Source: an optimization exercise on an open RTL-to-GDS flow (aim: small area, a short achievable clock period and few clock cycles per item). Production flows keep margins and buffers that such runs may drop. At most, simulation tests tie the RTL to the original design; equivalence was not proved. No functional check of the RTL was part of runs 4 and 5. Power is estimated from default activity; no workload was simulated.

--- flow/design.v ---
package up_sampler_pkg;
    localparam int unsigned DW_DEF = 8;
    localparam int unsigned TAP_D  = 25;
    localparam int unsigned STRIDE = TAP_D + 2;
endpackage
module up_line_buf #(
    parameter int unsigned N  = 400,
    parameter int unsigned D  = 25,
    parameter int unsigned DW = 8,
    parameter int unsigned K  = N / D,
    parameter int unsigned TW = (K > 1) ? $clog2(K) : 1
) (
    input  logic          clk,
    input  logic          we,
    input  logic [TW-1:0] wtap,
    input  logic [DW-1:0] wdata,
    input  logic [TW-1:0] rtap,
    output logic [DW-1:0] rdata
);
    logic [N-1:0][DW-1:0] r;
    logic [K-1:0][DW-1:0] tap_q;
    for (genvar i = 0; i < N; i++) begin : g_st
        if (i % D == 0) begin : g_tap
            always_ff @(posedge clk)
                r[i] <= (we && wtap == TW'(i / D)) ? wdata : r[(i + N - 1) % N];
        end else begin : g_pass
            always_ff @(posedge clk)
                r[i] <= r[i - 1];
        end
    end
    for (genvar j = 0; j < K; j++) begin : g_rt
        assign tap_q[j] = r[(j * D + N - 1) % N];
    end
    assign rdata = tap_q[rtap];
endmodule
module up_sampler #(
    parameter int unsigned IN_W = 400,
    parameter int unsigned IN_H = 300,
    parameter int unsigned DW   = up_sampler_pkg::DW_DEF
) (
    input  logic          clk,
    input  logic          rst,
    output logic          rd_en,
    input  logic          din_valid,
    input  logic [DW-1:0] din,
    output logic          dout_valid,
    input  logic          dout_ready,
    output logic [DW-1:0] dout,
    output logic          sof,
    output logic          eol,
    output logic          frame_done
);
    localparam int unsigned D   = up_sampler_pkg::TAP_D;
    localparam int unsigned K   = IN_W / D;
    localparam int unsigned TW  = $clog2(K);
    localparam int unsigned OW  = $clog2(D);
    localparam int unsigned CW  = $clog2(IN_W + 1);
    localparam int unsigned LW  = $clog2(IN_H);
    logic [TW-1:0] rj, wj;
    logic [OW-1:0] ro, wo;
    logic          ralign, walign;      
    logic [CW-1:0] rc;                  
    logic          rlast;               
    logic          rcopy;               
    logic [LW-1:0] rline;
    logic          rline_last;          
    logic          rsof;                
    logic [CW-1:0] wc;                  
    logic          wc_open;             
    logic [CW:0]   lead;                
    logic          lead_pos, lead_neg;  
    logic          rd_ok, wr_ok;        
    logic rd_go, wr_go, t01, t10;
    logic [DW-1:0] ring_q;
    logic [DW+2:0] pq;
    logic          pv;
    logic [DW-1:0] din_q, iq0, iq1;
    logic          dv_q;
    logic [1:0]    icnt;
    logic          rd_en_q, req1, req2;
    logic          hv, hph, heol, hlast;
    logic [DW-1:0] hd;
    logic          sof_q, eol_q, fd_q;
    logic take, adv;
    assign rd_go = ralign & ~pv & rd_ok;
    assign wr_go = walign & (icnt != 2'd0) & wr_ok;
    assign t01   = rd_go & rlast & ~rcopy;
    assign t10   = rd_go & rlast & rcopy;
    up_line_buf #(
        .N (IN_W),
        .D (D),
        .DW(DW),
        .K (K),
        .TW(TW)
    ) u_line_buf (
        .clk  (clk),
        .we   (wr_go),
        .wtap (wj),
        .wdata(iq0),
        .rtap (rj),
        .rdata(ring_q)
    );
    assign adv  = hv & dout_ready & ~hph;
    assign take = ~hv | (dout_ready & hph);
    logic lead_ge2, lead_lem2, pos_n, neg_n, rcopy_n, wc_open_n;
    assign lead_ge2  = ~lead[CW] & (|lead[CW-1:1]);
    assign lead_lem2 = lead[CW] & ~(&lead[CW-1:0]);
    always_comb begin
        if (t01) begin
            pos_n = 1'b0;
            neg_n = 1'b0;
        end else if (t10) begin
            pos_n = (wc != '0) | wr_go;
            neg_n = 1'b0;
        end else if (wr_go == rd_go) begin
            pos_n = lead_pos;
            neg_n = lead_neg;
        end else if (wr_go) begin
            pos_n = ~lead_neg;
            neg_n = lead_lem2;
        end else begin
            pos_n = lead_ge2;
            neg_n = ~lead_pos;
        end
        rcopy_n   = (rd_go & rlast) ? ~rcopy : rcopy;
        wc_open_n = t01 | (wr_go ? (wc != CW'(IN_W - 1)) : wc_open);
    end
    always_ff @(posedge clk) begin
        if (rst) begin
            rj <= '0; ro <= '0; ralign <= 1'b1;
            wj <= '0; wo <= '0; walign <= 1'b1;
            rc <= '0; rlast <= 1'b0; rcopy <= 1'b0;
            rline <= '0; rline_last <= 1'b0; rsof <= 1'b1;
            wc <= '0; wc_open <= 1'b1; lead <= '0;
            lead_pos <= 1'b0; lead_neg <= 1'b0;
            rd_ok <= 1'b0; wr_ok <= 1'b1;
            pv <= 1'b0; icnt <= '0;
            dv_q <= 1'b0; rd_en_q <= 1'b0; req1 <= 1'b0; req2 <= 1'b0;
            hv <= 1'b0; hph <= 1'b0; heol <= 1'b0; hlast <= 1'b0;
            sof_q <= 1'b0; eol_q <= 1'b0; fd_q <= 1'b0;
        end else begin
            if (rd_go) begin
                rj <= rj - TW'(2);
                ro <= OW'(D - 1);
                ralign <= 1'b0;
            end else begin
                ralign <= (ro == OW'(D - 1));
                if (ro == OW'(D - 1)) begin
                    rj <= rj + TW'(1);
                    ro <= '0;
                end else begin
                    ro <= ro + OW'(1);
                end
            end
            if (rd_go) begin
                rc    <= rlast ? '0 : rc + CW'(1);
                rlast <= ~rlast & (rc == CW'(IN_W - 2));
                rsof  <= t10 & rline_last;
                if (t10) begin
                    rline      <= rline_last ? '0 : rline + LW'(1);
                    rline_last <= ~rline_last & (rline == LW'(IN_H - 2));
                end
            end
            rcopy <= rcopy_n;
            if (t01) begin
                wc <= '0;
                wj <= rj - TW'(2);
                wo <= OW'(D - 1);
                walign <= 1'b0;
            end else if (wr_go) begin
                wc <= wc + CW'(1);
                wj <= wj - TW'(2);
                wo <= OW'(D - 1);
                walign <= 1'b0;
            end else begin
                walign <= (wo == OW'(D - 1));
                if (wo == OW'(D - 1)) begin
                    wj <= wj + TW'(1);
                    wo <= '0;
                end else begin
                    wo <= wo + OW'(1);
                end
            end
            wc_open <= wc_open_n;
            if (t01)      lead <= '0;
            else if (t10) lead <= {1'b0, wc} + (wr_go ? 1'b1 : 1'b0);
            else if (wr_go && !rd_go) lead <= lead + 1'b1;
            else if (rd_go && !wr_go) lead <= lead - 1'b1;
            lead_pos <= pos_n;
            lead_neg <= neg_n;
            rd_ok <= rcopy_n | pos_n;
            wr_ok <= rcopy_n ? neg_n : wc_open_n;
            pv <= rd_go | (pv & ~take);
            dv_q <= din_valid;
            icnt <= icnt + (dv_q ? 2'd1 : 2'd0) - (wr_go ? 2'd1 : 2'd0);
            req1 <= rd_en_q;
            req2 <= req1;
            rd_en_q <= ({1'b0, icnt} + (req2 ? 3'd1 : 3'd0) + (req1 ? 3'd1 : 3'd0)
                        + (rd_en_q ? 3'd1 : 3'd0) - (wr_go ? 3'd1 : 3'd0)) < 3'd2;
            fd_q <= hv & dout_ready & hph & hlast;
            if (adv) begin
                hph   <= 1'b1;
                sof_q <= 1'b0;
                eol_q <= heol;
            end else if (take) begin
                hv    <= pv;
                hph   <= 1'b0;
                eol_q <= 1'b0;
                sof_q <= pq[DW+2];
                heol  <= pq[DW+1];
                hlast <= pq[DW];
            end
        end
    end
    always_ff @(posedge clk) begin
        din_q <= din;
        if (take) hd <= pq[DW-1:0];
        if (rd_go) pq <= {rsof, rlast, rcopy & rlast & rline_last, ring_q};
        if (wr_go) begin
            iq0 <= (icnt == 2'd2) ? iq1 : din_q;
            if (icnt == 2'd2) iq1 <= din_q;
        end else if (icnt == 2'd0) begin
            iq0 <= din_q;
        end else if (icnt == 2'd1) begin
            iq1 <= din_q;
        end
    end
    assign rd_en      = rd_en_q;
    assign dout_valid = hv;
    assign dout       = hd;
    assign sof        = sof_q;
    assign eol        = eol_q;
    assign frame_done = fd_q;
endmodule
--- flow/run.sh ---
#!/bin/bash
# synth_recipe.tcl (not shown) runs the flow's synth.tcl, then flattens the netlist and writes it again
# the make line also repeats each setting of config.mk as NAME=value (left out here)
make -C /OpenROAD-flow-scripts/flow DESIGN_CONFIG=/design/flow/config.mk WORK_HOME=/design/flow/orfs CLKGATE_MAP_FILE= SYNTH_SCRIPT=/design/flow/synth_recipe.tcl finish
--- flow/config.mk ---
export PLATFORM = sky130hd
export DESIGN_NAME = up_sampler
export DESIGN_NICKNAME = up_sampler
export VERILOG_FILES = /design/flow/design.v
export SDC_FILE = /design/flow/constraint.sdc
export NUM_CORES = 4
export LEC_CHECK = 0
export ABC_CLOCK_PERIOD_IN_PS = 2000
export CAP_MARGIN = 20
export CORE_MARGIN = 2
export CORE_UTILIZATION = 70
export CTS_CLUSTER_DIAMETER = 100
export CTS_CLUSTER_SIZE = 25
export SETUP_SLACK_MARGIN = 3.0
export SLEW_MARGIN = 20
--- flow/constraint.sdc ---
create_clock -name core_clock -period 5.0 [get_ports {clk}]
set_input_delay 1.0000 -clock core_clock [delete_from_list [all_inputs] [get_ports {clk}]]
set_output_delay 1.0000 -clock core_clock [all_outputs]
set_load 0.01 [all_outputs]
==> results.yml, run 1 <==
timing:
  maxSlewViolCount: 0
  fin_skew_ns: 0.0249
  rsz0062_at_grt: "yes"
  worst_pin_slew_ns: 0.839
  hold_slack_ns: 0.315
  hold_viol_final: 0
  period_needed_ns: 2.46
  max_freq_mhz: 407
  final-setup-viol-count: 0
  tns_ns: 0
  fin_crit_sh: 0.492
  max_slew_margin: 0.441
yosys:
  synth_edf_count: 35
  yosysMostFrequentCell: "dfxtp_1"
  synthTopCellsByCount: "3288 x dfxtp_1, 136 x mux2_2, 66 x nor2_1, 43 x nand2_1, 37 x ha_1"
  avgSynthCellArea_um2: 18.2
  ys_warn_count: 2
  async_flop_share: 0
  synth_top_cell_area_share: 0.910
  synth.distinct_cells: 60
  synthCells: 3969
  synth-seq-area-share: 0.924
  netlist_area_mm2: 0.0724
  synth_area_leaders: "dfxtp_1 91%, mux2_2 2.1%, edfxtp_1 1.5%"
  syn_nets: 4021
  synth_flop_cell: "dfxtp_1"
  synth_seq_cells: 3323
  yosys.area.top_type: "dfxtp_1"
clocking:
  clock-sinks: 3323
  cts_buffers: 150
  htree_levels: 4
  clock_latency_ns: 0.76
  ctsLongestPathBuffers: 3
  cts_tree: "built"
  root_buffer: "clkbuf_16"
  clk_pin_slew_ns: 0.10
final_layout:
  syn_to_final_growth_pct: 9.47
  final_net_count: 4225
  drive_above_1_share: 0.119
  final_core_util: 0.775
  stdcell_area_mm2: 0.0792
placement:
  portBuffers: 24
  place.gp.congestion: 0.810
  dp_hpwl_um: 56800
  postPlaceCellArea_mm2: 0.0742
min_path:
  hp-start: "u_line_buf.r[532]$_DFF_P_"
  hold_class: "flip-flop to flip-flop"
floorplan:
  initial_core_util: 0.708
  die_h_um: 326
  die_x_um: 326
  dieArea_mm2: 0.106
  core_mm2: 0.102
  io_pins: 25
  rows: 117
setup_path:
  criticalPathCategory: "flip-flop to output port"
  critPathTopFamily: "flip-flops"
  worstPathArrival_ns: 1.46
  worstPathMaxFanout: 1
  r2r_start: "icnt[1]$_SDFF_PP0_"
  cp-startpoint: "hd[1]$_DFFE_PP_"
  critPathCaptureType: "output port"
  startpoint_type: "flip-flop"
  required_ns: 4.00
  max_stage_delay_ns: 0.51
  cp_slowest_cell: "edfxtp_1"
  crit_chain: "buf_2"
  crit_buf_inv: 1
grt:
  grt_pass1_wl_um: 152000
  grtUsageTotal: 0.190
  grt_pass1_vias: 26900
  antenna_found_initial: 12
  grt_overflow: 0
  grt_start_max_net_pins: 34
routing:
  drt-initial-drc-count: 1607
  wirelength_um: 99100
  wl_per_cell_um: 17.8
  firstDrtPassIters: 5
  route.detailed.drc: 0
  ant_nets: 0
  vias: 26300
  via_per_inst: 4.73
power:
  clkPwrFrac: 0.296
  p_seq_frac: 0.657
  p_comb_frac: 0.047
  p_sw_frac: 0.207
  ir_worst_vdd_mv: 0.390
  p_int_mw: 34.4
  switchingPower_mw: 8.95
  power_density_mw_per_mm2: 547
  total_leakage_power_nw: 31.5
run:
  cap_violations: 0
status:
  status: "finished clean"
## worst paths after layout
| check | endpoint | slack (ns) | cells after the start |
|---|---|---|---|
| setup / recovery | dout[1] | 2.54 | 1 |
| hold / removal | u_line_buf.r[540]$_DFF_P_ | 0.31 | 0 |
| setup reg to reg | lead[8]$_SDFFE_PP0P_ | 2.56 | 11 |
| hold reg to reg | u_line_buf.r[540]$_DFF_P_ | 0.31 | 0 |
## layout by cell type (no fill, tap or decap), types with 11 or more instances in the layout
cell	count
nand2_1	37
buf_4	38
clkbuf_1	16
edfxtp_1	35
nand4_1	11
xnor2_1	17
nand3_1	17
buf_6	18
clkdlybuf4s50_1	11
inv_1	31
buf_12	11
ha_1	27
o21ai_0	12
nor2_1	62
dfxtp_1	3276
clkbuf_16	153
mux4_2	27
xor2_1	24
mux4_1	12
mux2_2	136
a21oi_1	28
nor2_4	13
## per-layer routing
metal,track usage,vias to the layer above,part of all wire
met2,0.280,513,0.43
met4,0.0659,0,0.028
li1,-,12900,-
met5,0,-,0
met1,0.282,12700,0.50
met3,0.0395,195,0.045
## layout make-up
class,instances,area (um^2)
clock inverter,3,41.3
tap,1368,1710
multi-input combinational,574,5530
fill,5563,23000
timing repair buffer,88,923
sequential,3323,66900
inverter,34,171
clock buffer,170,3900
timing repair inverter,2,13.8
antenna,4,10.0
## metrics by stage
stage	power (mW)	setup slack (ns)	cells
2_1_floorplan	29.8	2.69	3969
6_report	43.3	2.54	5566
3_3_place_gp	30.3	1.78	5326
5_1_grt	44.8	2.49	5562
4_1_cts	43.4	2.46	5542
3_5_place_dp	30.5	1.58	5326
## sequential cells by signal, summed over array words and instances (netlist names), 2 cells and up
| name | count |
|---|---|
| rj | 4 |
| wj | 4 |
| ro | 5 |
| wo | 5 |
| hd | 8 |
| rline | 9 |
| iq0 | 8 |
| rc | 9 |
| wc | 9 |
| lead | 10 |
| din_q | 8 |
| pq | 11 |
| icnt | 2 |
| u_line_buf.r | 3200 |
| iq1 | 8 |
## power groups by stage
stage          clock network (mW)  registers (mW)  logic, mW
6_report                     12.8            28.5       2.03
5_1_grt                      14.0            28.6       2.15
4_1_cts                      13.2            28.5       1.81
3_5_place_dp                    0            29.1       1.39
3_3_place_gp                    0            29.0       1.29
2_1_floorplan                   0            28.7       1.10
## cell families after synthesis
family / share of synthesized area
flops: 0.924
simple gates: 0.0155
mux: 0.0346
compound gates: 0.00813
buf+inv: 0.00495
xor+xnor: 0.00533
fa+ha+maj: 0.00723
## repair_timing
item | 4_1_cts | 5_1_grt
pin swaps | 32 | 19
buffers inserted | 38 | 20
hold buffers | 0 | 0
gates cloned | 5 | 0
endpoints found under the setup margin | 208 | 140
resized for setup | 142 | 46
Testbench counts, summed over its fixed seeds: cycles 1,920,208, items 1,920,000.
==> run 2, diff against run 1 <==
--- a/flow/config.mk
+++ b/flow/config.mk
@@ -10,3 +10,3 @@
 export CORE_MARGIN = 2
-export CORE_UTILIZATION = 70
+export CORE_UTILIZATION = 55
 export CTS_CLUSTER_DIAMETER = 100
==> results.yml, run 2 <==
grt:
  antenna_found_initial: 17
  grt_overflow: 0
  grtUsageTotal: 0.141
  grt_start_max_net_pins: 34
  grt_pass1_vias: 24900
  grt_pass1_wl_um: 143000
yosys:
  async_flop_share: 0
  synth_seq_cells: 3323
  ys_warn_count: 2
  synthTopCellsByCount: "3288 x dfxtp_1, 136 x mux2_2, 66 x nor2_1, 43 x nand2_1, 37 x ha_1"
  yosys.area.top_type: "dfxtp_1"
  synthCells: 3969
  synth_flop_cell: "dfxtp_1"
  yosysMostFrequentCell: "dfxtp_1"
  synth.distinct_cells: 60
  synth_area_leaders: "dfxtp_1 91%, mux2_2 2.1%, edfxtp_1 1.5%"
  avgSynthCellArea_um2: 18.2
  syn_nets: 4021
  synth_edf_count: 35
  netlist_area_mm2: 0.0724
  synth-seq-area-share: 0.924
  synth_top_cell_area_share: 0.910
placement:
  place_ws_ns: 2.02
  portBuffers: 24
  dp.cells: 5724
  dp_hpwl_um: 55400
  postPlaceCellArea_mm2: 0.0748
  place.gp.congestion: 0.752
final_layout:
  reg_top3: "u_line_buf.r: 3200 flops, pq: 11 flops, lead: 10 flops"
  syn_to_final_growth_pct: 10.3
  top_register: "u_line_buf.r"
  final_net_count: 4229
  ff_latch_area_mm2: 0.0669
  mostFrequentLayoutCells: "3276 x dfxtp_1, 154 x clkbuf_16, 136 x mux2_2, 61 x nor2_1, 47 x buf_4"
  final_core_util: 0.610
  largest_reg_flops: 3200
  stdcell_area_mm2: 0.0798
  layout_commonest_cell: "dfxtp_1"
  layout.cells.non_filler: 5974
  multiInputGateArea_mm2: 0.00549
  nFillCells: 9551
  drive_above_1_share: 0.117
setup_path:
  crit_buf_inv: 1
  criticalPathCategory: "flip-flop to output port"
  reg2reg_depth: 11
  startpoint_type: "flip-flop"
  required_ns: 4.00
  critPathCaptureType: "output port"
  critPathTopFamily: "flip-flops"
  crit_path_end: "dout[1]"
  path_depth: 1
  max_stage_delay_ns: 0.56
  cp_slowest_cell: "edfxtp_1"
  crit_chain: "buf_2"
  reg2reg_to: "lead[8]$_SDFFE_PP0P_"
  r2r_start: "icnt[0]$_SDFF_PP0_"
  cp-startpoint: "hd[1]$_DFFE_PP_"
  worstPathArrival_ns: 1.57
  rrSetupSlack_ns: 2.68
  worstPathMaxFanout: 1
clocking:
  ctsLongestPathBuffers: 3
  clk_pin_slew_ns: 0.09
  clock_latency_ns: 0.80
  root_buffer: "clkbuf_16"
  cts_tree: "built"
  cts_buffers: 150
  htree_levels: 4
  clock-sinks: 3323
routing:
  wirelength_um: 94300
  drt-initial-drc-count: 1438
  vias: 26000
  ant_nets: 1
  via_per_inst: 4.35
  firstDrtPassIters: 5
  wl_per_cell_um: 15.8
  route.detailed.drc: 0
floorplan:
  die_x_um: 367
  core_mm2: 0.131
  io_pins: 25
  initial_core_util: 0.552
  dieArea_mm2: 0.134
  rows: 133
  die_h_um: 367
run:
  cap_violations: 0
timing:
  hold_slack_ns: 0.311
  rsz0062_at_grt: "yes"
  max_freq_mhz: 389
  final-setup-viol-count: 0
  worst_pin_slew_ns: 0.872
  fin_skew_ns: 0.0281
  max_slew_margin: 0.419
  maxSlewViolCount: 0
  period_needed_ns: 2.57
  tns_ns: 0
  setup_ws_ns: 2.43
  hold_viol_final: 0
  fin_crit_sh: 0.514
power:
  ir_worst_vdd_mv: 0.370
  power_density_mw_per_mm2: 544
  total_leakage_power_nw: 31.6
  p_total_mw: 43.4
status:
  status: "failed layout checks"
  check.faults: "antenna rules"
min_path:
  hold_class: "flip-flop to flip-flop"
==> run 2: metal layers <==
layer	track usage	vias to the layer above	wire [um]
li1	-	13000	-
met1	0.217	12400	50100
met2	0.197	356	37600
met3	0.0278	175	3460
met4	0.0539	0	3060
met5	0	-	0
==> run 2: power breakdown <==
part | internal, mW | switching (mW) | total, mW
registers | 27.8 | 0.589 | 28.4
logic | 0.917 | 1.01 | 1.92
clock network | 5.63 | 7.41 | 13.0
==> run 2: kinds of logic (layout without fill, tap and decap cells) <==
logic type	after synthesis	after routing	share of synthesized area
compound gates	93	93	0.00813
buf+inv	74	312	0.00495
fa+ha+maj	40	40	0.00723
xor+xnor	44	44	0.00533
flops	3323	3323	0.924
mux	176	176	0.0346
simple gates	219	220	0.0155
other cells	0	11	0
==> run 2: layout make-up <==
cell class	instances	share of cell area
clock inverters	12	0.00254
well taps	1755	0.0275
repair buffers	94	0.0119
clock buffers	171	0.0489
repair inverters	1	0.0000470
multi-input cells	573	0.0688
diodes	11	0.000345
flip-flops and latches	3323	0.838
inverters	34	0.00190
==> run 2: timing repair <==
| item | in CTS | in global routing |
|---|---|---|
| setup buffers | 32 | 19 |
| gates cloned | 3 | 2 |
| gates resized for setup | 119 | 42 |
| endpoints found under the setup margin | 186 | 111 |
| pin swaps | 32 | 19 |
| hold buffers | 0 | 0 |
==> run 2: worst min-delay path by stage <==
stage,slack [ns],cells past startpoint,end,from
after global placement,0.31,0,u_line_buf.r[2053]$_DFF_P_,u_line_buf.r[2045]$_DFF_P_
final,0.31,0,u_line_buf.r[145]$_DFF_P_,u_line_buf.r[137]$_DFF_P_
after floorplan,0.31,0,u_line_buf.r[1008]$_DFF_P_,u_line_buf.r[1000]$_DFF_P_
after detailed placement,0.31,0,u_line_buf.r[1350]$_DFF_P_,u_line_buf.r[1342]$_DFF_P_
after CTS,0.31,0,u_line_buf.r[145]$_DFF_P_,u_line_buf.r[137]$_DFF_P_
after global routing,0.32,0,u_line_buf.r[2133]$_DFF_P_,u_line_buf.r[2125]$_DFF_P_
==> run 3, diff against run 2 <==
--- a/flow/config.mk
+++ b/flow/config.mk
@@ -10,5 +10,6 @@
 export CORE_MARGIN = 2
-export CORE_UTILIZATION = 55
+export CORE_UTILIZATION = 60
 export CTS_CLUSTER_DIAMETER = 100
-export CTS_CLUSTER_SIZE = 25
+export CTS_CLUSTER_SIZE = 20
+export PLACE_DENSITY = 0.75
 export SETUP_SLACK_MARGIN = 3.0
==> results.yml, run 3 <==
routing:
  wirelength_um: 107000
  ant_nets: 0
  route.detailed.drc: 0
  wl_per_cell_um: 18.2
  firstDrtPassIters: 5
  vias: 26600
  via_per_inst: 4.53
  drt-initial-drc-count: 1713
yosys:
  synth.distinct_cells: 60
  synth_top_cell_area_share: 0.910
  syn_nets: 4021
  synth-seq-area-share: 0.924
  ys_warn_count: 2
  synth_seq_cells: 3323
  yosysMostFrequentCell: "dfxtp_1"
  synthTopCellsByCount: "3288 x dfxtp_1, 136 x mux2_2, 66 x nor2_1, 43 x nand2_1, 37 x ha_1"
  yosys.area.top_type: "dfxtp_1"
  synth_area_leaders: "dfxtp_1 91%, mux2_2 2.1%, edfxtp_1 1.5%"
  synth_flop_cell: "dfxtp_1"
  avgSynthCellArea_um2: 18.2
  netlist_area_mm2: 0.0724
  synthCells: 3969
  async_flop_share: 0
  synth_edf_count: 35
final_layout:
  syn_to_final_growth_pct: 11.5
  mostFrequentLayoutCells: "3277 x dfxtp_1, 190 x clkbuf_16, 136 x mux2_2, 61 x nor2_1, 39 x nand2_1"
  layout.cells.non_filler: 5868
  largest_reg_flops: 3200
  ff_latch_area_mm2: 0.0669
  reg_top3: "u_line_buf.r: 3200 flops, pq: 11 flops, lead: 10 flops"
  layout_commonest_cell: "dfxtp_1"
  final_net_count: 4266
  top_register: "u_line_buf.r"
  nFillCells: 7396
  multiInputGateArea_mm2: 0.00542
  drive_above_1_share: 0.128
  stdcell_area_mm2: 0.0807
clocking:
  htree_levels: 4
  ctsLongestPathBuffers: 3
  cts_buffers: 186
  clk_pin_slew_ns: 0.08
  clock_latency_ns: 0.80
  clock-sinks: 3323
  cts_tree: "built"
  root_buffer: "clkbuf_16"
floorplan:
  core_mm2: 0.120
  rows: 127
  dieArea_mm2: 0.123
  die_h_um: 351
  die_x_um: 351
  initial_core_util: 0.604
  io_pins: 25
timing:
  fin_skew_ns: 0.0236
  fin_crit_sh: 0.467
  maxSlewViolCount: 0
  hold_viol_final: 0
  period_needed_ns: 2.34
  rsz0062_at_grt: "yes"
  max_slew_margin: 0.455
  worst_pin_slew_ns: 0.817
  max_freq_mhz: 428
  tns_ns: 0
  final-setup-viol-count: 0
power:
  ir_worst_vdd_mv: 0.327
  power_density_mw_per_mm2: 559
  total_leakage_power_nw: 32.0
grt:
  grt_pass1_vias: 27900
  grt_pass1_wl_um: 161000
  antenna_found_initial: 16
  grtUsageTotal: 0.177
  grt_start_max_net_pins: 34
  grt_overflow: 0
placement:
  dp_hpwl_um: 55700
  dp.cells: 5572
  portBuffers: 24
  postPlaceCellArea_mm2: 0.0745
  place.gp.congestion: 0.755
setup_path:
  worstPathArrival_ns: 1.34
  critPathTopFamily: "flip-flops"
  r2r_start: "icnt[0]$_SDFF_PP0_"
  criticalPathCategory: "flip-flop to output port"
  reg2reg_to: "lead[8]$_SDFFE_PP0P_"
  crit_chain: "buf_2"
  reg2reg_depth: 11
  worstPathMaxFanout: 1
  required_ns: 4.00
  startpoint_type: "flip-flop"
  critPathCaptureType: "output port"
  max_stage_delay_ns: 0.38
  crit_buf_inv: 1
  rrSetupSlack_ns: 2.68
  cp_slowest_cell: "edfxtp_1"
min_path:
  whs_endpoint: "u_line_buf.r[432]$_DFF_P_"
  hold_class: "flip-flop to flip-flop"
  hold_depth: 0
  hp-start: "u_line_buf.r[424]$_DFF_P_"
status:
  status: "finished clean"
run:
  cap_violations: 0
-- run 3: cell count changes in the layout (fill, tap and decap cells not counted), sizes merged --
cell / change
buf: +2
bufinv: +1
clkbuf: +34
clkinv: +2
diode: -5
inv: +3
-- run 3: layout make-up --
type	instances	area share
flip-flops and latches	3323	0.829
multi-input cells	573	0.0672
clock buffers	207	0.0597
well taps	1612	0.0250
repair buffers	94	0.0135
clock inverters	17	0.00335
inverters	34	0.00206
diodes	6	0.000186
repair inverters	2	0.000171
-- run 3: worst max-delay path by stage --
stage	cells past startpoint	start	endpoint
floorplan	12	icnt[0]$_SDFF_PP0_	lead[8]$_SDFFE_PP0P_
global placement	11	icnt[0]$_SDFF_PP0_	lead[8]$_SDFFE_PP0P_
detailed placement	11	icnt[0]$_SDFF_PP0_	lead[5]$_SDFFE_PP0P_
CTS	1	hd[5]$_DFFE_PP_	dout[5]
global route	11	icnt[0]$_SDFF_PP0_	lead[8]$_SDFFE_PP0P_
finish	1	hd[5]$_DFFE_PP_	dout[5]
-- run 3: logic make-up after synthesis --
logic type | count (synthesis) | synth area share
and+or+nand+nor | 219 | 0.0155
xor gates and xnor gates | 44 | 0.00533
DFF | 3323 | 0.924
adders and majority gates | 40 | 0.00723
muxes | 176 | 0.0346
buffers and inverters | 74 | 0.00495
AOI/OAI and AO/OA | 93 | 0.00813
-- run 3: timing repair --
item / CTS / global route
cloned: 6 / 0
pin swaps: 37 / 20
hold buffers: 0 / 0
buffers inserted: 46 / 14
gates resized for setup: 153 / 28
setup endpoints to repair: 201 / 143
-- run 3: layer usage --
| layer | track usage | wire length, um | vias to the layer above |
|---|---|---|---|
| met5 | 0 | 27 | - |
| met4 | 0.0669 | 3190 | 4 |
| met3 | 0.0359 | 4810 | 191 |
| met2 | 0.281 | 49000 | 487 |
| met1 | 0.241 | 50000 | 12800 |
| li1 | - | - | 13000 |
-- run 3: metrics by stage --
stage	utilization	power, mW	setup WS (ns)	hold slack, ns
finish	0.674	45.1	2.66	0.306
global route	0.674	46.7	2.57	0.299
CTS	0.672	45.4	2.59	0.302
detailed placement	0.622	30.4	1.96	0.312
global placement	0.622	30.4	2.05	0.309
floorplan	-	29.8	2.69	0.310
-- run 3: power breakdown --
group          total, mW  switching (mW)  internal (mW)
Clock               14.9            7.92           6.93
Sequential          28.5           0.633           27.9
Combinational       1.80           0.966          0.839
Total               45.1            9.52           35.6
==> run 4, diff against run 3 <==
--- a/flow/design.v
+++ b/flow/design.v
@@ -76,6 +76,5 @@
     logic          pv;
-    logic [DW-1:0] din_q, iq0, iq1;
-    logic          dv_q;
+    logic [DW-1:0] iq0, iq1;
     logic [1:0]    icnt;
-    logic          rd_en_q, req1, req2;
+    logic          rd_en_q, req1;
     logic          hv, hph, heol, hlast;
@@ -137,3 +136,3 @@
             pv <= 1'b0; icnt <= '0;
-            dv_q <= 1'b0; rd_en_q <= 1'b0; req1 <= 1'b0; req2 <= 1'b0;
+            rd_en_q <= 1'b0; req1 <= 1'b0; hd <= '0;
             hv <= 1'b0; hph <= 1'b0; heol <= 1'b0; hlast <= 1'b0;
@@ -193,9 +192,8 @@
             pv <= rd_go | (pv & ~take);
-            dv_q <= din_valid;
-            icnt <= icnt + (dv_q ? 2'd1 : 2'd0) - (wr_go ? 2'd1 : 2'd0);
+            icnt <= icnt + (din_valid ? 2'd1 : 2'd0) - (wr_go ? 2'd1 : 2'd0);
             req1 <= rd_en_q;
-            req2 <= req1;
-            rd_en_q <= ({1'b0, icnt} + (req2 ? 3'd1 : 3'd0) + (req1 ? 3'd1 : 3'd0)
+            rd_en_q <= ({1'b0, icnt} + (req1 ? 3'd1 : 3'd0)
                         + (rd_en_q ? 3'd1 : 3'd0) - (wr_go ? 3'd1 : 3'd0)) < 3'd2;
             fd_q <= hv & dout_ready & hph & hlast;
+            if (take) hd <= pq[DW-1:0];
             if (adv) begin
@@ -215,12 +213,10 @@
     always_ff @(posedge clk) begin
-        din_q <= din;
-        if (take) hd <= pq[DW-1:0];
         if (rd_go) pq <= {rsof, rlast, rcopy & rlast & rline_last, ring_q};
         if (wr_go) begin
-            iq0 <= (icnt == 2'd2) ? iq1 : din_q;
-            if (icnt == 2'd2) iq1 <= din_q;
+            iq0 <= (icnt == 2'd2) ? iq1 : din;
+            if (icnt == 2'd2) iq1 <= din;
         end else if (icnt == 2'd0) begin
-            iq0 <= din_q;
+            iq0 <= din;
         end else if (icnt == 2'd1) begin
-            iq1 <= din_q;
+            iq1 <= din;
         end
==> results.yml, run 4 <==
status:
  status: "finished clean"
yosys:
  yosysMostFrequentCell: "dfxtp_1"
  netlist_area_mm2: 0.0723
  avgSynthCellArea_um2: 18.1
  syn_nets: 4048
  yosys.area.top_type: "dfxtp_1"
  synth_edf_count: 27
  synth_area_leaders: "dfxtp_1 91%, mux2_2 2.1%, edfxtp_1 1.1%"
  synth.distinct_cells: 63
  synth_flop_cell: "dfxtp_1"
  synthCells: 3997
  synth_seq_cells: 3313
  synth_top_cell_area_share: 0.910
  async_flop_share: 0
  synth-seq-area-share: 0.922
  ys_warn_count: 2
  synthTopCellsByCount: "3286 x dfxtp_1, 137 x mux2_2, 71 x nor2_1, 68 x nand2_1, 47 x a21oi_1"
power:
  power_density_mw_per_mm2: 558
  ir_worst_vdd_mv: 0.365
  total_leakage_power_nw: 32.0
routing:
  wl_per_cell_um: 18.1
  via_per_inst: 4.53
  vias: 26700
  route.detailed.drc: 0
  ant_nets: 0
  firstDrtPassIters: 5
  wirelength_um: 107000
  drt-initial-drc-count: 1541
final_layout:
  syn_to_final_growth_pct: 11.4
  layout_commonest_cell: "dfxtp_1"
  final_net_count: 4279
  reg_top3: "u_line_buf.r: 3200 flops, pq: 11 flops, lead: 10 flops"
  nFillCells: 7343
  top_register: "u_line_buf.r"
  drive_above_1_share: 0.126
  mostFrequentLayoutCells: "3268 x dfxtp_1, 191 x clkbuf_16, 137 x mux2_2, 67 x nor2_1, 65 x nand2_1"
  largest_reg_flops: 3200
grt:
  grt_pass1_vias: 27500
  grt_overflow: 0
  grt_start_max_net_pins: 24
  grt_pass1_wl_um: 159000
  grtUsageMet3: 0.0337
  gr-usage-met2: 0.274
  antenna_found_initial: 10
  busiest_layer: "met2"
  grtUsageMet1: 0.244
  grtUsageTotal: 0.173
floorplan:
  initial_core_util: 0.604
  rows: 127
  die_h_um: 351
  die_x_um: 351
  dieArea_mm2: 0.123
  core_mm2: 0.120
  io_pins: 25
setup_path:
  crit_chain: "o211ai_4, inv_8, ha_4, buf_6, fa_2, nand2b_4, a211oi_4, o21ai_1, mux2_2, o21a_1"
  required_ns: 5.70
  worstPathArrival_ns: 3.05
  max_stage_delay_ns: 0.36
  startpoint_type: "flip-flop"
  criticalPathCategory: "flip-flop to flip-flop"
  critPathTopFamily: "compound AO/OA/AOI/OAI gates"
  worstPathMaxFanout: 3
  reg2reg_depth: 10
  crit_buf_inv: 2
  path_depth: 10
  cp_slowest_cell: "dfxtp_4"
  critPathCaptureType: "flip-flop"
placement:
  place.gp.congestion: 0.738
  dp_hpwl_um: 55900
  portBuffers: 24
clocking:
  root_buffer: "clkbuf_16"
  clock-sinks: 3313
  ctsLongestPathBuffers: 3
  htree_levels: 4
  clk_pin_slew_ns: 0.08
  cts_tree: "built"
  cts_buffers: 183
  clock_latency_ns: 0.80
timing:
  tns_ns: 0
  max_freq_mhz: 425
  rsz0062_at_grt: "yes"
  fin_crit_sh: 0.471
  hold_viol_final: 0
  max_slew_margin: 0.314
  final-setup-viol-count: 0
  fin_skew_ns: 0.0339
  hold_slack_ns: 0.299
  maxSlewViolCount: 0
  worst_pin_slew_ns: 1.03
  period_needed_ns: 2.35
min_path:
  hold_class: "flip-flop to flip-flop"
  hold_depth: 0
run:
  cap_violations: 0
-- run 4: changes by cell type after synthesis, sizes merged, moves of 4 or more --
| cell | previous run | this run |
|---|---|---|
| mux2i | 0 | 4 |
| edfxtp | 35 | 27 |
| and3 | 9 | 4 |
| nand2 | 43 | 69 |
| nor2 | 78 | 84 |
| a21oi | 34 | 47 |
-- run 4: cell type report --
type,instances,area [um^2],share of cell area
antenna,10,25.0,0.000311
clock buffer,206,4810,0.0598
clock inverter,10,185,0.00230
inverter,36,170,0.00211
multi-input combinational,606,5650,0.0702
sequential,3313,66600,0.828
tap,1612,2020,0.0251
timing repair buffer,86,1010,0.0125
timing repair inverter,2,15.0,0.000186
-- run 4: worst register-to-register path, delay by kind of cell (launching register included) --
family / cells / cell delay [ns]
multiplexers: 1 / 0.27
adder cells (fa/ha/maj): 2 / 0.53
flip-flops: 1 / 0.36
AO/OA/AOI/OAI: 4 / 0.77
buffers and inverters: 2 / 0.18
AND/OR/NAND/NOR: 1 / 0.18
-- run 4: routing by layer --
metal / vias up / share of wire
met5: - / 0
met3: 185 / 0.035
met2: 418 / 0.46
met1: 13000 / 0.48
li1: 13100 / -
met4: 0 / 0.023
-- run 4: cells by family (layout without fill, tap and decap cells) --
logic type | Yosys count | count (layout) | synth area share
simple gates | 240 | 240 | 0.0167
compound gates | 103 | 103 | 0.00883
other cells | 0 | 10 | 0
mux | 181 | 181 | 0.0355
buf+inv | 78 | 340 | 0.00521
fa+ha+maj | 39 | 39 | 0.00696
flops | 3313 | 3313 | 0.922
xor+xnor | 43 | 43 | 0.00521
-- run 4: timing repair --
item,in CTS,in global routing
pin swaps,23,23
gates cloned,3,2
hold buffers,0,0
buffers inserted,39,16
resized for setup,132,42
endpoints found under the setup margin,206,100
-- run 4: path summary, 6_finish.rpt --
kind | slack [ns] | to | startpoint
worst min-delay path | 0.30 | u_line_buf.r[322]$_DFF_P_ | u_line_buf.r[314]$_DFF_P_
worst max-delay path | 2.65 | lead[6]$_SDFFE_PP0P_ | icnt[1]$_SDFF_PP0_
worst max register to register | 2.65 | lead[6]$_SDFFE_PP0P_ | icnt[1]$_SDFF_PP0_
worst min register to register | 0.30 | u_line_buf.r[322]$_DFF_P_ | u_line_buf.r[314]$_DFF_P_
-- run 4: stage by stage --
stage / util / setup WS, ns / total power [mW] / cells / cell area [um^2]
after floorplan: - / 2.64 / 29.7 / 3997 / 72400
after global placement: 0.622 / 1.84 / 30.3 / 5595 / 74400
after detailed placement: 0.622 / 1.75 / 30.4 / 5595 / 74400
after CTS: 0.670 / 2.58 / 45.0 / 5853 / 80100
after global routing: 0.673 / 2.57 / 46.5 / 5871 / 80500
final: 0.673 / 2.65 / 44.9 / 5881 / 80500
-- run 4: report_power, final --
group	leakage [nW]	internal, mW	switching (mW)
registers	26.8	27.7	0.612
logic	2.74	0.948	1.03
clock network	2.44	6.84	7.77
total	32.0	35.5	9.41
==> run 5, diff against run 4 <==
--- a/flow/config.mk
+++ b/flow/config.mk
@@ -14,3 +14,3 @@
 export PLACE_DENSITY = 0.75
-export SETUP_SLACK_MARGIN = 3.0
+export SETUP_SLACK_MARGIN = 2.7
 export SLEW_MARGIN = 20
==> results.yml, run 5 <==
status:
  status: "finished clean"
routing:
  ant_nets: 0
  wirelength_um: 103000
  vias: 26300
  via_per_inst: 4.50
  firstDrtPassIters: 4
  route.detailed.drc: 0
  drt-initial-drc-count: 1467
  wl_per_cell_um: 17.7
setup_path:
  worstPathArrival_ns: 3.02
  crit_buf_inv: 1
  cp-startpoint: "icnt[1]$_SDFF_PP0_"
  critPathCaptureType: "flip-flop"
  max_stage_delay_ns: 0.37
  r2r_start: "icnt[1]$_SDFF_PP0_"
  worstPathMaxFanout: 4
  required_ns: 5.67
  criticalPathCategory: "flip-flop to flip-flop"
  cp_slowest_cell: "dfxtp_4"
  critPathTopFamily: "compound AO/OA/AOI/OAI gates"
  startpoint_type: "flip-flop"
  crit_chain: "o211ai_4, inv_8, ha_4, fa_2, nand2b_4, a211oi_4, o21ai_1, mux2_2, o21a_1"
power:
  power_density_mw_per_mm2: 559
  total_leakage_power_nw: 31.7
  ir_worst_vdd_mv: 0.326
floorplan:
  io_pins: 25
  initial_core_util: 0.604
  die_h_um: 351
  core_mm2: 0.120
  die_x_um: 351
  rows: 127
  dieArea_mm2: 0.123
timing:
  rsz0062_at_grt: "yes"
  max_freq_mhz: 426
  final-setup-viol-count: 0
  worst_pin_slew_ns: 0.917
  setup_ws_ns: 2.65
  hold_viol_final: 0
  fin_crit_sh: 0.470
  period_needed_ns: 2.35
  max_slew_margin: 0.388
  maxSlewViolCount: 0
  fin_skew_ns: 0.0434
  tns_ns: 0
yosys:
  synth_top_cell_area_share: 0.910
  netlist_area_mm2: 0.0723
  synth_flop_cell: "dfxtp_1"
  avgSynthCellArea_um2: 18.1
  synth_area_leaders: "dfxtp_1 91%, mux2_2 2.1%, edfxtp_1 1.1%"
  ys_warn_count: 2
  synth_seq_cells: 3313
  syn_nets: 4048
  synthTopCellsByCount: "3286 x dfxtp_1, 137 x mux2_2, 71 x nor2_1, 68 x nand2_1, 47 x a21oi_1"
  synth-seq-area-share: 0.922
  synth.distinct_cells: 63
  yosys.area.top_type: "dfxtp_1"
  synth_edf_count: 27
  async_flop_share: 0
  synthCells: 3997
  yosysMostFrequentCell: "dfxtp_1"
final_layout:
  drive_above_1_share: 0.113
  layout_commonest_cell: "dfxtp_1"
  mostFrequentLayoutCells: "3271 x dfxtp_1, 186 x clkbuf_16, 137 x mux2_2, 67 x nor2_1, 67 x nand2_1"
  top_register: "u_line_buf.r"
  reg_top3: "u_line_buf.r: 3200 flops, pq: 11 flops, lead: 10 flops"
  largest_reg_flops: 3200
  syn_to_final_growth_pct: 10.4
  layout.cells.non_filler: 5850
  final_net_count: 4252
placement:
  dp.cells: 5598
  portBuffers: 24
  place_ws_ns: 2.08
  place.gp.congestion: 0.759
  dp_hpwl_um: 57400
clocking:
  ctsHoldBuffers: 0
  cts_tree: "built"
  cts_buffers: 184
  ctsLongestPathBuffers: 3
  clock-sinks: 3313
  root_buffer: "clkbuf_16"
  clock_latency_ns: 0.81
  htree_levels: 4
  clk_pin_slew_ns: 0.08
run:
  cap_violations: 0
min_path:
  hp-start: "u_line_buf.r[672]$_DFF_P_"
  hold_class: "flip-flop to flip-flop"
grt:
  antenna_found_initial: 20
  grt_pass1_wl_um: 157000
  grt_overflow: 0
  grt_pass1_vias: 27300
  grt_start_max_net_pins: 39
  grtUsageTotal: 0.171
==> run 5: cell counts after synthesis <==
Identical to the previous run, type by type.
==> run 5: logic make-up (layout without fill, tap and decap cells) <==
kind of cell	count (synthesis)	in the layout	synth area share
flops	3313	3313	0.922
mux	181	181	0.0355
buf+inv	78	309	0.00521
xor+xnor	43	43	0.00521
other cells	0	10	0
fa+ha+maj	39	39	0.00696
simple gates	240	240	0.0167
compound gates	103	103	0.00883
==> run 5: path summary, 6_finish.rpt <==
path | slack [ns] | depth (start not counted) | to
hold / removal | 0.30 | 0 | u_line_buf.r[680]$_DFF_P_
setup / recovery | 2.65 | 9 | lead[6]$_SDFFE_PP0P_
hold reg to reg | 0.30 | 0 | u_line_buf.r[680]$_DFF_P_
setup reg to reg | 2.65 | 9 | lead[6]$_SDFFE_PP0P_
==> run 5: final cells by class <==
type                            instances  area (um^2)
Sequential cell                      3313        66600
Fill cell                            7397        39800
Tap cell                             1612         2020
Timing Repair inverter                  1         6.26
Clock inverter                         15          233
Inverter                               36          159
Timing Repair Buffer                   59          542
Antenna cell                           10         25.0
Clock buffer                          198         4700
Multi-Input combinational cell        606         5510
==> run 5: power by group <==
part / internal, mW / leakage (nW) / switching (mW)
combinational: 0.826 / 2.55 / 0.914
clock: 6.72 / 2.41 / 7.78
sequential: 27.7 / 26.8 / 0.629
total: 35.3 / 31.7 / 9.33
==> run 5: what timing repair did <==
| action | in CTS | in global routing |
|---|---|---|
| pin swaps | 6 | 10 |
| buffers inserted | 19 | 9 |
| endpoints found under the setup margin | 140 | 30 |
| resized for setup | 93 | 30 |
| cloned | 1 | 0 |
==> run 5: stage by stage <==
| stage | hold WS, ns | instance area [um^2] | power [mW] | utilization |
|---|---|---|---|---|
| global route | 0.307 | 79800 | 46.1 | 0.667 |
| CTS | 0.300 | 79600 | 44.8 | 0.665 |
| finish | 0.304 | 79800 | 44.6 | 0.667 |
| floorplan | 0.310 | 72300 | 29.7 | - |
| global placement | 0.309 | 74400 | 30.3 | 0.622 |
| detailed placement | 0.312 | 74400 | 30.3 | 0.622 |
==> run 5: metal layers <==
| layer | routed length (um) | GRT usage |
|---|---|---|
| met5 | 13 | 0 |
| met4 | 2550 | 0.0582 |
| met3 | 3830 | 0.0336 |
| met2 | 46600 | 0.267 |
| met1 | 50500 | 0.240 |
==> run 5: worst register-to-register path, delay by kind of cell (launching register included) <==
| kind | cells | cell delay, ns |
|---|---|---|
| AO/OA/AOI/OAI | 4 | 0.79 |
| adder cells (fa/ha/maj) | 2 | 0.55 |
| buffers and inverters | 1 | 0.06 |
| flip-flops | 1 | 0.37 |
| multiplexers | 1 | 0.28 |
| AND/OR/NAND/NOR | 1 | 0.17 |
==> run 6, diff against run 5 <==
--- a/flow/design.v
+++ b/flow/design.v
@@ -69,3 +69,2 @@
     logic          wc_open;             
-    logic [CW:0]   lead;                
     logic          lead_pos, lead_neg;  
@@ -104,4 +103,4 @@
     logic lead_ge2, lead_lem2, pos_n, neg_n, rcopy_n, wc_open_n;
-    assign lead_ge2  = ~lead[CW] & (|lead[CW-1:1]);
-    assign lead_lem2 = lead[CW] & ~(&lead[CW-1:0]);
+    assign lead_ge2  = {1'b0, wc} >= {1'b0, rc} + (CW+1)'(2);
+    assign lead_lem2 = {1'b0, rc} >= {1'b0, wc} + (CW+1)'(2);
     always_comb begin
@@ -132,3 +131,3 @@
             rline <= '0; rline_last <= 1'b0; rsof <= 1'b1;
-            wc <= '0; wc_open <= 1'b1; lead <= '0;
+            wc <= '0; wc_open <= 1'b1;
             lead_pos <= 1'b0; lead_neg <= 1'b0;
@@ -183,6 +182,2 @@
             wc_open <= wc_open_n;
-            if (t01)      lead <= '0;
-            else if (t10) lead <= {1'b0, wc} + (wr_go ? 1'b1 : 1'b0);
-            else if (wr_go && !rd_go) lead <= lead + 1'b1;
-            else if (rd_go && !wr_go) lead <= lead - 1'b1;
             lead_pos <= pos_n;
==> results.yml, run 6 <==
final_layout:
  layout_commonest_cell: "dfxtp_1"
  syn_to_final_growth_pct: 10.1
  layout.cells.non_filler: 5758
  reg_top3: "u_line_buf.r: 3200 flops, pq: 11 flops"
  top_register: "u_line_buf.r"
  final_net_count: 4185
  largest_reg_flops: 3200
  stdcell_area_mm2: 0.0791
  drive_above_1_share: 0.108
  mostFrequentLayoutCells: "3250 x dfxtp_1, 184 x clkbuf_16, 136 x mux2_2, 58 x nand2_1, 51 x nor2_1"
setup_path:
  crit_chain: "buf_6"
  cp_slowest_cell: "dfxtp_4"
  r2r_start: "icnt[0]$_SDFF_PP0_"
  reg2reg_depth: 9
  reg2reg_to: "rd_en_q$_SDFF_PP0_"
  critPathTopFamily: "flip-flops"
  required_ns: 4.00
  rrSetupSlack_ns: 2.75
  critPathCaptureType: "output port"
  max_stage_delay_ns: 0.43
  worstPathMaxFanout: 2
  path_depth: 1
  startpoint_type: "flip-flop"
  crit_path_end: "dout[5]"
  cp-startpoint: "hd[5]$_SDFFE_PP0P_"
  criticalPathCategory: "flip-flop to output port"
  worstPathArrival_ns: 1.34
  crit_buf_inv: 1
routing:
  route.detailed.drc: 0
  via_per_inst: 4.55
  firstDrtPassIters: 5
  drt-initial-drc-count: 1473
  wirelength_um: 102000
  dr_wl_met3_um: 4340
  wl_per_cell_um: 17.8
  top_layer_used: "met5"
  route.met2.wl_um: 46300
  ant_nets: 0
  wl_met1_um: 49600
  vias: 26200
yosys:
  async_flop_share: 0
  synth-seq-area-share: 0.925
  synth_flop_cell: "dfxtp_1"
  synth_area_leaders: "dfxtp_1 91%, mux2_2 2.1%, edfxtp_1 1.1%"
  synthTopCellsByCount: "3276 x dfxtp_1, 136 x mux2_2, 58 x nand2_1, 53 x nor2_1, 45 x a21oi_1"
  yosys.area.top_type: "dfxtp_1"
  synth_seq_cells: 3303
  synthCells: 3945
  ys_warn_count: 2
  netlist_area_mm2: 0.0718
  synth_top_cell_area_share: 0.913
  avgSynthCellArea_um2: 18.2
  syn_nets: 4002
  synth.distinct_cells: 59
  yosysMostFrequentCell: "dfxtp_1"
  synth_edf_count: 27
timing:
  hold_viol_final: 0
  max_slew_margin: 0.370
  tns_ns: 0
  period_needed_ns: 2.34
  fin_crit_sh: 0.468
  rsz0062_at_grt: "yes"
  maxSlewViolCount: 0
  worst_pin_slew_ns: 0.944
  fin_skew_ns: 0.0360
  max_freq_mhz: 428
  final-setup-viol-count: 0
floorplan:
  core_mm2: 0.118
  die_x_um: 350
  die_h_um: 350
  initial_core_util: 0.607
  rows: 126
  io_pins: 25
  dieArea_mm2: 0.122
grt:
  antenna_found_initial: 16
  grt_overflow: 0
  grt_pass1_vias: 27100
  grt_pass1_wl_um: 156000
  grtUsageTotal: 0.171
  grt_start_max_net_pins: 38
clocking:
  root_buffer: "clkbuf_16"
  htree_levels: 4
  cts_tree: "built"
  clk_pin_slew_ns: 0.09
  ctsHoldBuffers: 0
  cts_buffers: 183
  clock-sinks: 3303
  clock_latency_ns: 0.78
  ctsLongestPathBuffers: 3
status:
  status: "finished clean"
placement:
  dp_hpwl_um: 56400
  portBuffers: 24
  dp.cells: 5529
  place.gp.congestion: 0.815
  postPlaceCellArea_mm2: 0.0738
run:
  cap_violations: 0
power:
  ir_worst_vdd_mv: 0.413
  total_leakage_power_nw: 31.5
  power_density_mw_per_mm2: 547
min_path:
  hold_class: "flip-flop to flip-flop"
==> run 6: layout make-up <==
class                   count  area (um^2)
diodes                      4         10.0
fillers                  7385        39300
repair buffers             38          358
clock inverters            16          315
well taps                1600         2000
inverters                  28          123
repair inverters            2         13.8
flip-flops and latches   3303        66500
multi-input cells         572         5130
clock buffers             195         4650
==> run 6: cell families (layout without fill, tap and decap cells) <==
logic type	count (synthesis)	count (layout)	synth area share
simple gates	216	217	0.0149
buf+inv	71	279	0.00495
compound gates	96	96	0.00810
xor+xnor	36	36	0.00439
fa+ha+maj	45	45	0.00794
flops	3303	3303	0.925
other cells	0	4	0
mux	178	178	0.0352
==> run 6: timing repair <==
item                                    in CTS  in global routing
pin swaps                                    2                  1
buffers inserted                             7                  4
gates cloned                                 2                  1
gates resized for setup                    111                 19
endpoints found under the setup margin     171                 18
==> run 6: how the worst min path moves through the flow <==
stage / from / end / slack, ns / depth (start not counted)
after floorplan: u_line_buf.r[1000]$_DFF_P_ / u_line_buf.r[1008]$_DFF_P_ / 0.31 / 0
after global placement: u_line_buf.r[497]$_DFF_P_ / u_line_buf.r[505]$_DFF_P_ / 0.31 / 0
after detailed placement: u_line_buf.r[1469]$_DFF_P_ / u_line_buf.r[1477]$_DFF_P_ / 0.31 / 0
after CTS: u_line_buf.r[1940]$_DFF_P_ / u_line_buf.r[1948]$_DFF_P_ / 0.31 / 0
after global routing: u_line_buf.r[418]$_DFF_P_ / u_line_buf.r[426]$_DFF_P_ / 0.31 / 0
final: u_line_buf.r[1372]$_DFF_P_ / u_line_buf.r[1380]$_DFF_P_ / 0.31 / 0
==> run 6: through the flow <==
step	hold slack (ns)	util	setup slack, ns	total power, mW
2_1_floorplan	0.310	-	2.75	28.8
3_3_place_gp	0.310	0.624	2.22	29.1
3_5_place_dp	0.312	0.624	2.19	29.2
4_1_cts	0.307	0.667	2.60	43.6
5_1_grt	0.311	0.668	2.62	44.7
6_report	0.308	0.668	2.66	43.2
==> run 6: power breakdown <==
group | switching, mW | internal (mW) | total [mW]
clock | 7.84 | 6.69 | 14.5
combinational | 0.330 | 0.258 | 0.589
sequential | 0.552 | 27.6 | 28.1
==> run 6: routing by layer <==
layer | vias to the layer above | track usage
met3 | 162 | 0.0312
li1 | 12800 | -
met1 | 12700 | 0.243
met2 | 471 | 0.268
met4 | 2 | 0.0522
met5 | - | 0
Testbench counts of run 6, summed over its fixed seeds: cycles 1,920,208, items 1,920,000.
==> run 7, diff against run 6 <==
--- a/flow/config.mk
+++ b/flow/config.mk
@@ -11,2 +11,3 @@
 export CORE_UTILIZATION = 60
+export CTS_BUF_LIST = sky130_fd_sc_hd__clkbuf_8
 export CTS_CLUSTER_DIAMETER = 100
==> results.yml, run 7 <==
status:
  status: "finished clean"
setup_path:
  critPathCaptureType: "output port"
  crit_buf_inv: 1
  worstPathMaxFanout: 2
  max_stage_delay_ns: 0.44
  startpoint_type: "flip-flop"
  criticalPathCategory: "flip-flop to output port"
  crit_chain: "buf_6"
  cp_slowest_cell: "dfxtp_4"
  critPathTopFamily: "flip-flops"
  worstPathArrival_ns: 1.47
  required_ns: 4.00
grt:
  grt_pass1_vias: 25200
  antenna_found_initial: 15
  grt_overflow: 0
  grt_start_max_net_pins: 38
  grt_pass1_wl_um: 139000
  grtUsageTotal: 0.151
routing:
  wl_per_cell_um: 15.8
  route.detailed.drc: 0
  firstDrtPassIters: 5
  ant_nets: 0
  vias: 25600
  drt-initial-drc-count: 1401
  wirelength_um: 91300
  via_per_inst: 4.45
final_layout:
  syn_to_final_growth_pct: 7.02
  largest_reg_flops: 3200
  drive_above_1_share: 0.108
  nFillCells: 7744
  mostFrequentLayoutCells: "3249 x dfxtp_1, 184 x clkbuf_8, 136 x mux2_2, 58 x nand2_1, 51 x nor2_1"
  reg_top3: "u_line_buf.r: 3200 flops, pq: 11 flops"
  top_register: "u_line_buf.r"
  layout_commonest_cell: "dfxtp_1"
  final_net_count: 4185
floorplan:
  rows: 126
  core_mm2: 0.118
  initial_core_util: 0.607
  die_x_um: 350
  io_pins: 25
  die_h_um: 350
  dieArea_mm2: 0.122
yosys:
  synthCells: 3945
  synth_seq_cells: 3303
  yosys.area.top_type: "dfxtp_1"
  ys_warn_count: 2
  async_flop_share: 0
  synth_area_leaders: "dfxtp_1 91%, mux2_2 2.1%, edfxtp_1 1.1%"
  netlist_area_mm2: 0.0718
  synth.distinct_cells: 59
  syn_nets: 4002
  synth_top_cell_area_share: 0.913
  avgSynthCellArea_um2: 18.2
  synth_edf_count: 27
  synth-seq-area-share: 0.925
  synthTopCellsByCount: "3276 x dfxtp_1, 136 x mux2_2, 58 x nand2_1, 53 x nor2_1, 45 x a21oi_1"
  synth_flop_cell: "dfxtp_1"
  yosysMostFrequentCell: "dfxtp_1"
timing:
  fin_crit_sh: 0.493
  hold_viol_final: 0
  max_freq_mhz: 406
  final-setup-viol-count: 0
  period_needed_ns: 2.47
  worst_pin_slew_ns: 0.952
  rsz0062_at_grt: "yes"
  hold_slack_ns: 0.309
  fin_skew_ns: 0.0431
  maxSlewViolCount: 0
  tns_ns: 0
  max_slew_margin: 0.366
power:
  ir_worst_vdd_mv: 0.372
  power_density_mw_per_mm2: 509
  total_leakage_power_nw: 30.5
clocking:
  clock_latency_ns: 0.91
  cts_tree: "built"
  ctsLongestPathBuffers: 3
  clock-sinks: 3303
  htree_levels: 4
  cts_buffers: 183
  clk_pin_slew_ns: 0.12
  root_buffer: "clkbuf_8"
placement:
  place.gp.congestion: 0.815
  dp_hpwl_um: 56400
  portBuffers: 24
run:
  cap_violations: 0
min_path:
  hold_class: "flip-flop to flip-flop"
[run 7: cell type report]
| type | instances | area (um^2) | area share |
|---|---|---|---|
| antenna | 6 | 15.0 | 0.000195 |
| clock buffer | 184 | 2530 | 0.0329 |
| clock inverter | 27 | 226 | 0.00295 |
| inverter | 28 | 123 | 0.00160 |
| multi-input combinational | 572 | 5130 | 0.0667 |
| sequential | 3303 | 66500 | 0.865 |
| tap | 1600 | 2000 | 0.0260 |
| timing repair buffer | 38 | 358 | 0.00466 |
| timing repair inverter | 2 | 13.8 | 0.000179 |
[run 7: per-stage QoR]
step / utilization / area (um^2) / power [mW] / instances / setup WS [ns]
6_report: 0.649 / 76900 / 39.1 / 5760 / 2.53
5_1_grt: 0.649 / 76800 / 40.6 / 5755 / 2.46
4_1_cts: 0.648 / 76800 / 39.5 / 5749 / 2.45
3_5_place_dp: 0.624 / 73800 / 29.2 / 5529 / 2.19
3_3_place_gp: 0.624 / 73800 / 29.1 / 5529 / 2.22
2_1_floorplan: - / 71800 / 28.8 / 3945 / 2.75
[run 7: kinds of logic after synthesis]
family / count (synthesis) / share of synthesized area
AOI/OAI and AO/OA: 96 / 0.00810
DFF: 3303 / 0.925
muxes: 178 / 0.0352
buffers and inverters: 71 / 0.00495
adders and majority gates: 45 / 0.00794
and+or+nand+nor: 216 / 0.0149
xor gates and xnor gates: 36 / 0.00439
[run 7: metal layers]
layer	global-route usage	up-vias	wire (um)
met5	0	-	27
met1	0.226	12300	47300
met3	0.0332	172	4000
li1	-	12800	-
met2	0.217	433	37700
met4	0.0530	4	2230
[run 7: what timing repair did]
item	4_1_cts	5_1_grt
setup buffers	7	4
resized for setup	112	18
cloned	2	1
hold buffers	0	0
setup endpoints to repair	171	27
pin swaps	2	1
[run 7: where the power goes]
| group | switching, mW | total [mW] | internal, mW |
|---|---|---|---|
| combinational | 0.321 | 0.582 | 0.261 |
| clock | 7.05 | 10.5 | 3.42 |
| sequential | 0.513 | 28.1 | 27.6 |
[run 7: final timing paths]
path	from	to	slack [ns]	cells past startpoint
min	u_line_buf.r[3131]$_DFF_P_	u_line_buf.r[3139]$_DFF_P_	0.31	0
max	hd[5]$_SDFFE_PP0P_	dout[5]	2.53	1
max reg2reg	icnt[0]$_SDFF_PP0_	rd_en_q$_SDFF_PP0_	2.78	9
min reg2reg	u_line_buf.r[3131]$_DFF_P_	u_line_buf.r[3139]$_DFF_P_	0.31	0
==> run 8, diff against run 7 <==
--- a/flow/config.mk
+++ b/flow/config.mk
@@ -11,5 +11,4 @@
 export CORE_UTILIZATION = 60
-export CTS_BUF_LIST = sky130_fd_sc_hd__clkbuf_8
 export CTS_CLUSTER_DIAMETER = 100
-export CTS_CLUSTER_SIZE = 20
+export CTS_CLUSTER_SIZE = 25
 export PLACE_DENSITY = 0.75
==> results.yml, run 8 <==
status:
  status: "failed layout checks"
  check.faults: "antenna rules"
yosys:
  synth_area_leaders: "dfxtp_1 91%, mux2_2 2.1%, edfxtp_1 1.1%"
  ys_warn_count: 2
  synth_top_cell_area_share: 0.913
  synth-simple-area-share: 0.0149
  synthTopCellsByCount: "3276 x dfxtp_1, 136 x mux2_2, 58 x nand2_1, 53 x nor2_1, 45 x a21oi_1"
  syn_nets: 4002
  avgSynthCellArea_um2: 18.2
  synthXorXnorAreaFrac: 0.00439
  synth_edf_count: 27
  synth.distinct_cells: 59
  yosysMostFrequentCell: "dfxtp_1"
  async_flop_share: 0
  synthCells: 3945
  synth_flop_cell: "dfxtp_1"
  synthMuxAreaShare: 0.0352
  netlist_area_mm2: 0.0718
  synth-seq-area-share: 0.925
  yosys.area.top_type: "dfxtp_1"
  synth_seq_cells: 3303
  synthAdderAreaFrac: 0.00794
  synth_top_family_by_area: "multiplexers"
  synth-compound-area-share: 0.00810
setup_path:
  rrSetupSlack_ns: 2.78
  crit_chain: "buf_6"
  worstPathMaxFanout: 2
  critPathCaptureType: "output port"
  reg2reg_depth: 9
  startpoint_type: "flip-flop"
  path_depth: 1
  crit_path_end: "dout[5]"
  worstPathArrival_ns: 1.32
  cp_slowest_cell: "dfxtp_4"
  criticalPathCategory: "flip-flop to output port"
  cp-startpoint: "hd[5]$_SDFFE_PP0P_"
  reg2reg_to: "rd_en_q$_SDFF_PP0_"
  r2r_start: "icnt[0]$_SDFF_PP0_"
  crit_buf_inv: 1
  max_stage_delay_ns: 0.42
  critPathTopFamily: "flip-flops"
  required_ns: 4.00
timing:
  tns_ns: 0
  worst_pin_slew_ns: 0.989
  rsz0062_at_grt: "yes"
  final-setup-viol-count: 0
  max_freq_mhz: 430
  fin_skew_ns: 0.0250
  period_needed_ns: 2.32
  max_slew_margin: 0.341
  maxSlewViolCount: 0
  fin_crit_sh: 0.465
  hold_viol_final: 0
placement:
  postPlaceCellArea_mm2: 0.0738
  dp.cells: 5529
  dp_hpwl_um: 56400
  place.gp.congestion: 0.815
  portBuffers: 24
final_layout:
  mostFrequentLayoutCells: "3248 x dfxtp_1, 151 x clkbuf_16, 136 x mux2_2, 58 x nand2_1, 51 x nor2_1"
  ff_latch_area_mm2: 0.0665
  stdcell_area_mm2: 0.0782
  multiInputGateArea_mm2: 0.00513
  drive_above_1_share: 0.102
  reg_top3: "u_line_buf.r: 3200 flops, pq: 11 flops"
  nFillCells: 7529
  syn_to_final_growth_pct: 8.95
  top_register: "u_line_buf.r"
  final_net_count: 4155
  final_core_util: 0.661
  layout.cells.non_filler: 5739
  largest_reg_flops: 3200
  layout_commonest_cell: "dfxtp_1"
routing:
  route.detailed.drc: 0
  via_per_inst: 4.53
  ant_nets: 1
  wl_per_cell_um: 17.5
  drt-initial-drc-count: 1552
  vias: 26000
  wirelength_um: 100000
  firstDrtPassIters: 5
grt:
  grt_start_max_net_pins: 38
  grt_pass1_wl_um: 152000
  grtUsageTotal: 0.166
  antenna_found_initial: 10
  grt_overflow: 0
  grt_pass1_vias: 26500
clocking:
  ctsHoldBuffers: 0
  cts_buffers: 150
  clock-sinks: 3303
  clk_pin_slew_ns: 0.10
  ctsLongestPathBuffers: 3
  cts_tree: "built"
  htree_levels: 4
  clock_latency_ns: 0.77
  root_buffer: "clkbuf_16"
floorplan:
  die_x_um: 350
  io_pins: 25
  rows: 126
  initial_core_util: 0.607
  die_h_um: 350
  core_mm2: 0.118
  dieArea_mm2: 0.122
power:
  ir_worst_vdd_mv: 0.388
  p_total_mw: 41.8
  total_leakage_power_nw: 31.1
  power_density_mw_per_mm2: 534
run:
  cap_violations: 0
min_path:
  hold_class: "flip-flop to flip-flop"
run 8: repair_timing:
action | in CTS | in global routing
pin swaps | 2 | 1
endpoints found under the setup margin | 171 | 22
cloned | 2 | 1
setup buffers | 5 | 9
gates resized for setup | 111 | 22
endpoints found under the hold margin | 0 | 0
run 8: kinds of logic after synthesis:
family | after synthesis
xor+xnor | 36
compound gates | 96
buf+inv | 71
flops | 3303
fa+ha+maj | 45
mux | 178
simple gates | 216
run 8: area by class of cell:
| type | instances | share of cell area |
|---|---|---|
| sequential | 3303 | 0.849 |
| multi-input combinational | 572 | 0.0656 |
| clock buffer | 164 | 0.0489 |
| tap | 1600 | 0.0256 |
| timing repair buffer | 41 | 0.00486 |
| clock inverter | 16 | 0.00344 |
| inverter | 28 | 0.00157 |
| antenna | 13 | 0.000416 |
| timing repair inverter | 2 | 0.000176 |
run 8: report_power, final:
group / internal [mW] / total (mW) / switching, mW
clock: 5.61 / 13.1 / 7.48
sequential: 27.6 / 28.1 / 0.548
combinational: 0.260 / 0.589 / 0.329
total: 33.4 / 41.8 / 8.35
run 8: how the worst min path moves through the flow:
stage,cells after the start,to,startpoint
floorplan,0,u_line_buf.r[1008]$_DFF_P_,u_line_buf.r[1000]$_DFF_P_
global placement,0,u_line_buf.r[505]$_DFF_P_,u_line_buf.r[497]$_DFF_P_
detailed placement,0,u_line_buf.r[1477]$_DFF_P_,u_line_buf.r[1469]$_DFF_P_
CTS,0,u_line_buf.r[1718]$_DFF_P_,u_line_buf.r[1710]$_DFF_P_
global route,0,u_line_buf.r[1718]$_DFF_P_,u_line_buf.r[1710]$_DFF_P_
finish,0,u_line_buf.r[1718]$_DFF_P_,u_line_buf.r[1710]$_DFF_P_
run 8: metrics by stage:
stage / hold slack, ns / worst slack [ns]
CTS: 0.305 / 2.61
global route: 0.314 / 2.62
floorplan: 0.310 / 2.75
global placement: 0.310 / 2.22
detailed placement: 0.312 / 2.19
finish: 0.305 / 2.68
run 8: routing by layer:
layer | wire (um) | global-route usage | share of wire | vias to the layer above
met5 | 7 | 0 | 0.000070 | -
met4 | 2040 | 0.0477 | 0.020 | 2
met3 | 3810 | 0.0293 | 0.038 | 154
met2 | 45000 | 0.259 | 0.45 | 420
met1 | 49500 | 0.239 | 0.49 | 12600
li1 | - | - | - | 12800

separate check: timing with driven ports:
The results above use ideal ports. As a check the final layouts listed here were re-extracted and re-timed, cells and wires unchanged. Step 1 sets driving cells, clkbuf_16 on the clock port and buf_2 on the other inputs (assumed; they add their load-dependent delay and slew). Step 2, shift: input delay + t, output delay - t, t = (earliest + latest rising clock arrival at the registers) / 2. This alone moves slack from input paths to output paths. Slacks: no drivers / after step 1 / after step 2; pairs: no drivers / after step 1.
run | shift t [ns] | slack for setup (ns) | latest minus earliest clock arrival (ns) | worst data-port slew with drivers (ns)
run 1 | 0.812 | 2.540 / 2.473 / 2.210 | 0.027 / 0.027 | 0.05
run 2 | 0.852 | 2.429 / 2.360 / 2.293 | 0.031 / 0.030 | 0.07
run 3 | 0.857 | 2.664 / 2.595 / 2.349 | 0.034 / 0.035 | 0.04
run 4 | 0.865 | 2.646 / 2.646 / 2.342 | 0.039 / 0.039 | 0.04
run 5 | 0.866 | 2.651 / 2.651 / 2.221 | 0.047 / 0.048 | 0.04
run 6 | 0.844 | 2.662 / 2.589 / 2.449 | 0.045 / 0.046 | 0.10
run 7 | 0.965 | 2.535 / 2.465 / 2.432 | 0.055 / 0.055 | 0.10
run 8 | 0.835 | 2.677 / 2.605 / 2.387 | 0.035 / 0.035 | 0.10
For run 5, which loses most, drivers alone change the setup slack by 0.000 ns; drivers and shift together by -0.430 ns.
